Background: an optimization exercise with open tools, aiming at small area. Do not read the settings as production practice. The RTL was checked by simulation tests, not by an equivalence proof against the original design. No activity file was given, so power comes from the tool's default toggle rates.

==> design.v <==
module rf_read_lane #(
    parameter int DW    = 32,
    parameter int NREG  = 32,
    parameter int ZERO0 = 1,
    parameter int AW    = 5
) (
    input  logic [NREG-1:0][DW-1:0] mem,
    input  logic [AW-1:0]           rsel,
    input  logic                    fwd_hit,
    input  logic [DW-1:0]           fwd_dat,
    output logic [DW-1:0]           rdat
);
    always_comb begin
        rdat = fwd_hit ? fwd_dat : mem[rsel];
        if (ZERO0 != 0 && rsel == '0)
            rdat = '0;
    end
endmodule
module multiport_register_file #(
    parameter int DW    = 32,
    parameter int NREG  = 32,
    parameter int NRD   = 2,
    parameter int NWR   = 2,
    parameter int ZERO0 = 1,
    localparam int AW   = $clog2(NREG)
) (
    input  logic              clk,
    input  logic              n_rst,
    input  logic [NWR-1:0]    wen,
    input  logic [NWR*AW-1:0] wsel,
    input  logic [NWR*DW-1:0] wdat,
    input  logic [NRD*AW-1:0] rsel,
    output logic [NRD*DW-1:0] rdat,
    output logic [NWR-1:0]    wcoll,
    output logic [15:0]       wcnt
);
    logic [NREG-1:0][DW-1:0] mem;
    logic [NWR-1:0]          win;
    logic [NWR-1:0]          drop;
    logic [NWR-1:0]          commit;
    logic [16:0]             ncommit;
    logic [16:0]             wsum;
    logic [NRD-1:0]          fwd_hit;
    logic [NRD-1:0][DW-1:0]  fwd_dat;
    always_comb begin
        for (int p = 0; p < NWR; p++) begin
            win[p] = wen[p];
            for (int q = 0; q < p; q++) begin
                if (wen[q] && wsel[q*AW +: AW] == wsel[p*AW +: AW])
                    win[p] = 1'b0;
            end
            drop[p]   = wen[p] && !win[p];
            commit[p] = win[p] && !(ZERO0 != 0 && wsel[p*AW +: AW] == '0);
        end
    end
    always_comb begin
        ncommit = '0;
        for (int p = 0; p < NWR; p++)
            ncommit = ncommit + 17'(commit[p]);
        wsum = {1'b0, wcnt} + ncommit;
    end
    always_ff @(posedge clk or posedge n_rst) begin
        if (n_rst) begin
            mem <= '0;
        end else begin
            for (int p = NWR - 1; p >= 0; p--) begin
                if (commit[p])
                    mem[wsel[p*AW +: AW]] <= wdat[p*DW +: DW];
            end
        end
    end
    always_ff @(posedge clk or posedge n_rst) begin
        if (n_rst) begin
            wcoll <= '0;
            wcnt  <= '0;
        end else begin
            wcoll <= drop;
            wcnt  <= wsum[16] ? 16'hFFFF : wsum[15:0];
        end
    end
    genvar r;
    generate
        for (r = 0; r < NRD; r++) begin : g_rd
            assign fwd_hit[r] = 1'b0;
            assign fwd_dat[r] = '0;
            rf_read_lane #(
                .DW    (DW),
                .NREG  (NREG),
                .ZERO0 (ZERO0),
                .AW    (AW)
            ) u_lane (
                .mem     (mem),
                .rsel    (rsel[r*AW +: AW]),
                .fwd_hit (fwd_hit[r]),
                .fwd_dat (fwd_dat[r]),
                .rdat    (rdat[r*DW +: DW])
            );
        end
    endgenerate
endmodule
==> run.sh <==
#!/bin/bash
# synth_recipe.tcl (not shown) runs the flow's synth.tcl, then flattens the netlist and writes it again
# the make line also repeats each setting of config.mk as NAME=value (left out here)
make -C /OpenROAD-flow-scripts/flow DESIGN_CONFIG=/design/flow/config.mk WORK_HOME=/design/flow/orfs CLKGATE_MAP_FILE= SYNTH_SCRIPT=/design/flow/synth_recipe.tcl finish
==> config.mk <==
export PLATFORM = sky130hd
export DESIGN_NAME = multiport_register_file
export DESIGN_NICKNAME = multiport_register_file
export VERILOG_FILES = /design/flow/design.v
export SDC_FILE = /design/flow/constraint.sdc
export NUM_CORES = 4
export LEC_CHECK = 0
export CAP_MARGIN = 20
export CELL_PAD_IN_SITES_DETAIL_PLACEMENT = 2
export CELL_PAD_IN_SITES_GLOBAL_PLACEMENT = 2
export CORE_MARGIN = 2
export CORE_UTILIZATION = 35
export PLACE_DENSITY = 0.55
export SLEW_MARGIN = 20
==> constraint.sdc <==
create_clock -name core_clock -period 10.0 [get_ports {clk}]
set_input_delay 2.0000 -clock core_clock [delete_from_list [all_inputs] [get_ports {clk}]]
set_output_delay 2.0000 -clock core_clock [all_outputs]
set_load 0.01 [all_outputs]
==> impl_metrics.ini <==
[status]
status = no timing/DRC/antenna violations

[power_and_ir_drop]
pwr_density_cell_mw_per_mm2 = 249
clockPowerShare = 0.289
p_int_mw = 12.0
pwr-share-seq = 0.395
comb_power_share = 0.316
p_total_mw = 18.7
swShare = 0.358
vdd_ir_drop_max_mv = 0.179
switchingPower_mw = 6.68
p_leak_nw = 28.1

[worst_setup_path]
timing.rr.start = wcnt[0]
crit_path_start_kind = input port
startpoint = rsel[7]
cpMostUsedCell = buf_4
ff2ff_setup_slack_ns = 7.35
cp_slowest_stage_delay_ns = 0.81
end_kind = primary output
reg2reg_depth = 9
crit_fanout = 32
r2r-end = wcnt[4]
cp_top_family = buffers and inverters
cp.required_ns = 8.00
crit_type = in2out
worstPathCellList = buf_6, buf_4, buf_4, mux4_2, mux2_2, a221oi_1, a211oi_1, buf_4, clkdlybuf4s50_1
cp_slowest_cell = a211oi_1
critPathArrivalTime_ns = 6.05
worstPathBufferInverterCount = 5

[clock_tree]
cts_buffer_depth = 3
cts_tree = done
clk_latency_ns = 0.82
clock-sinks = 1041
cts_resized = 0
clk_pin_slew_ns = 0.06
cts-root-buf = clkbuf_16
cts_max_level = 4
post_cts_buffers = 0
hold_buffers = 0
numCtsBuffers = 142

[die]
die_h_um = 440
fp.coreArea_mm2 = 0.190
start_util = 0.351
dieArea_mm2 = 0.194
num_rows = 160
die_w_um = 440
io_pins = 170

[place]
gp_congestion = 0.855
dp_cells = 9161
portBuffers = 168
dpl_cell_area_mm2 = 0.0701
post-place-ws_ns = 1.84
dp_hpwl_mm = 216

[yosys]
yosysWarningCount = 2
syn_area_per_cell_um2 = 9.20
async_flop_share = 1.00
synth_top_cell_area_share = 0.391
synthesis.area_mm2 = 0.0666
ys.flop_type = dfrtp_1
synth_area_leaders = dfrtp_1, mux4_2, a31oi_1
ys_types = 67
yosysTopAreaCell = dfrtp_1
synth_edf_count = 0
synthCells = 7238
synth_seq_cells = 1041
syn_nets = 7332
yosysSeqAreaShare = 0.391

[detailed_routing]
wl_mm = 398
num_vias = 66788
drc = 0
viasPerCell = 7.08
drt_iter0_markers = 7714
firstDrtPassIters = 6
postRouteAntennaNets = 0
wl_per_cell_um = 42.1

[global_routing]
grt_pass1_wl_mm = 564
grt-ovfl-total = 0
grt_pass1_vias = 69515
track_usage = 0.409
grt_max_degree = 188
antenna_found_initial = 28

[timing]
fin_skew_ns = 0.00365
maxSlewHeadroom = 0.131
hold_violations = 0
fin_crit_ns = 8.05
max_slew.worst_pin.slew_ns = 1.30
layout_worst_path_cycle_share = 0.805
setup_viol = 0
rsz0062_at_grt = false
setup_tns_ns = 0
fmax_mhz = 124
holdWs_ns = 0.399
maxSlewViolCount = 0
timing.final.ws_setup_ns = 1.95

[hold_path]
min_path_type = reg2reg
hold_end = mem[15]
holdCritStartpoint = mem[15]
min_path_cells = 0

[final_layout]
nFillCells = 20081
drive_above_1_share = 0.169
syn_to_final_growth_pct = 12.6
fin_area_mm2 = 0.0749
postLayoutCoreUtil = 0.395
fin_cells = 9439
final_nets = 6890

[job]
cap_violations = 0
==> how the worst max path moves through the flow <==
stage | to | slack [ns] | depth (start not counted)
after global placement | rdat[50] | 1.89 | 10
after global routing | rdat[50] | 2.03 | 10
after floorplan | mem[0] | -6.35 | 1
final | rdat[49] | 1.95 | 9
after detailed placement | rdat[50] | 1.84 | 10
after CTS | rdat[50] | 1.84 | 10
==> state kept, by name, summed over array words and instances (netlist names) <==
name   cells
wcnt      16
wcoll      1
mem     1024
==> cells in the mapped netlist, types with 3 or more instances <==
library cell     n
dfrtp_1       1041
nor2_1        1017
a31oi_1        994
o21ai_0        934
clkbuf_1       711
nand3_1        590
nand2_1        557
mux4_2         536
buf_2          179
mux2i_1        111
inv_1           53
mux2_2          48
a21oi_1         46
buf_1           42
a211oi_1        37
a221oi_1        32
buf_4           32
o21ai_1         30
clkbuf_2        29
o22ai_1         27
o221ai_1        25
a21oi_2         20
nor3_1          20
nor2b_1         12
nand4_1         10
xor2_1          10
nand2b_1         9
xnor2_1          8
a2111oi_0        6
ha_1             5
nor4_1           5
or3_1            4
a211o_1          3
and3_1           3
and4_1           3
nand3b_1         3
nor3_2           3
nor4_4           3
or2_2            3
==> cells by family (layout without fill, tap and decap cells) <==
family | after synthesis | after routing | synth area share
XOR/XNOR | 18 | 18 | 0.00237
buffers and inverters | 1046 | 713 | 0.0647
adder cells (fa/ha/maj) | 6 | 6 | 0.00124
AO/OA/AOI/OAI | 2173 | 2173 | 0.191
AND/OR/NAND/NOR | 2258 | 2258 | 0.143
flip-flops | 1041 | 1041 | 0.391
other | 1 | 24 | 0.0000563
multiplexers | 695 | 695 | 0.206
==> power groups by stage <==
stage / sequential, mW / clock [mW] / combinational, mW
floorplan: 6.74 / 0 / 4.05
finish: 7.37 / 5.39 / 5.90
global route: 7.57 / 5.60 / 6.33
detailed placement: 7.35 / 0 / 5.82
CTS: 7.32 / 5.45 / 5.84
global placement: 7.27 / 0 / 5.57
==> layout by cell type, fill, tap and decap left out, drive strengths merged, types with 8 or more instances in the layout <==
master,instances
a221oi,32
nand4,11
clkinv,23
a2111oi,8
mux2,48
o21ai,964
nand2b,9
a21oi,66
nor4,8
nand3,591
nor2b,12
clkbuf,222
diode,23
clkdlybuf4s50,156
inv,54
nor2,1018
o22ai,27
buf,251
nor3,23
o221ai,25
a31oi,994
dfrtp,1041
mux2i,111
xnor2,8
mux4,536
a211oi,39
nand2,557
xor2,10
==> final cells by class <==
| cell class | instances | area [um2] | area share |
|---|---|---|---|
| Antenna cell | 23 | 57.6 | 0.000768 |
| Clock buffer | 222 | 4470 | 0.0596 |
| Clock inverter | 31 | 302 | 0.00402 |
| Inverter | 53 | 203 | 0.00271 |
| Multi-Input combinational cell | 5151 | 36800 | 0.491 |
| Sequential cell | 1041 | 26100 | 0.348 |
| Tap cell | 2511 | 3140 | 0.0419 |
| Timing Repair Buffer | 407 | 3890 | 0.0519 |
==> layer usage <==
metal  part of all wire  track usage  wire [um]
met1               0.42        0.553     165000
met2               0.46        0.638     182000
met5            0.00021            0         84
met4              0.052        0.191      20800
met3              0.074       0.0700      29600

==> what the ideal ports hide <==
Ports are ideal in the flow. The routed layout listed here was re-timed in OpenROAD. Step 1 sets driving cells, clkbuf_16 on the clock port and buf_2 on the other inputs (assumed; they add their load-dependent delay and slew). Step 2 also shifts input and output timing later by t, the mid clock arrival at the registers, as if the neighbouring blocks saw the same clock. Slacks: ideal ports / drivers / drivers and shift; pairs: ideal ports / drivers.
shift t [ns]: 0.905
slack for setup (ns): 1.949 / 1.901 / 1.901
worst setup path at the end: input to output
After both steps setup and hold are still met in this run. For this run, drivers alone change the setup slack by -0.048 ns; drivers and shift together by -0.048 ns.
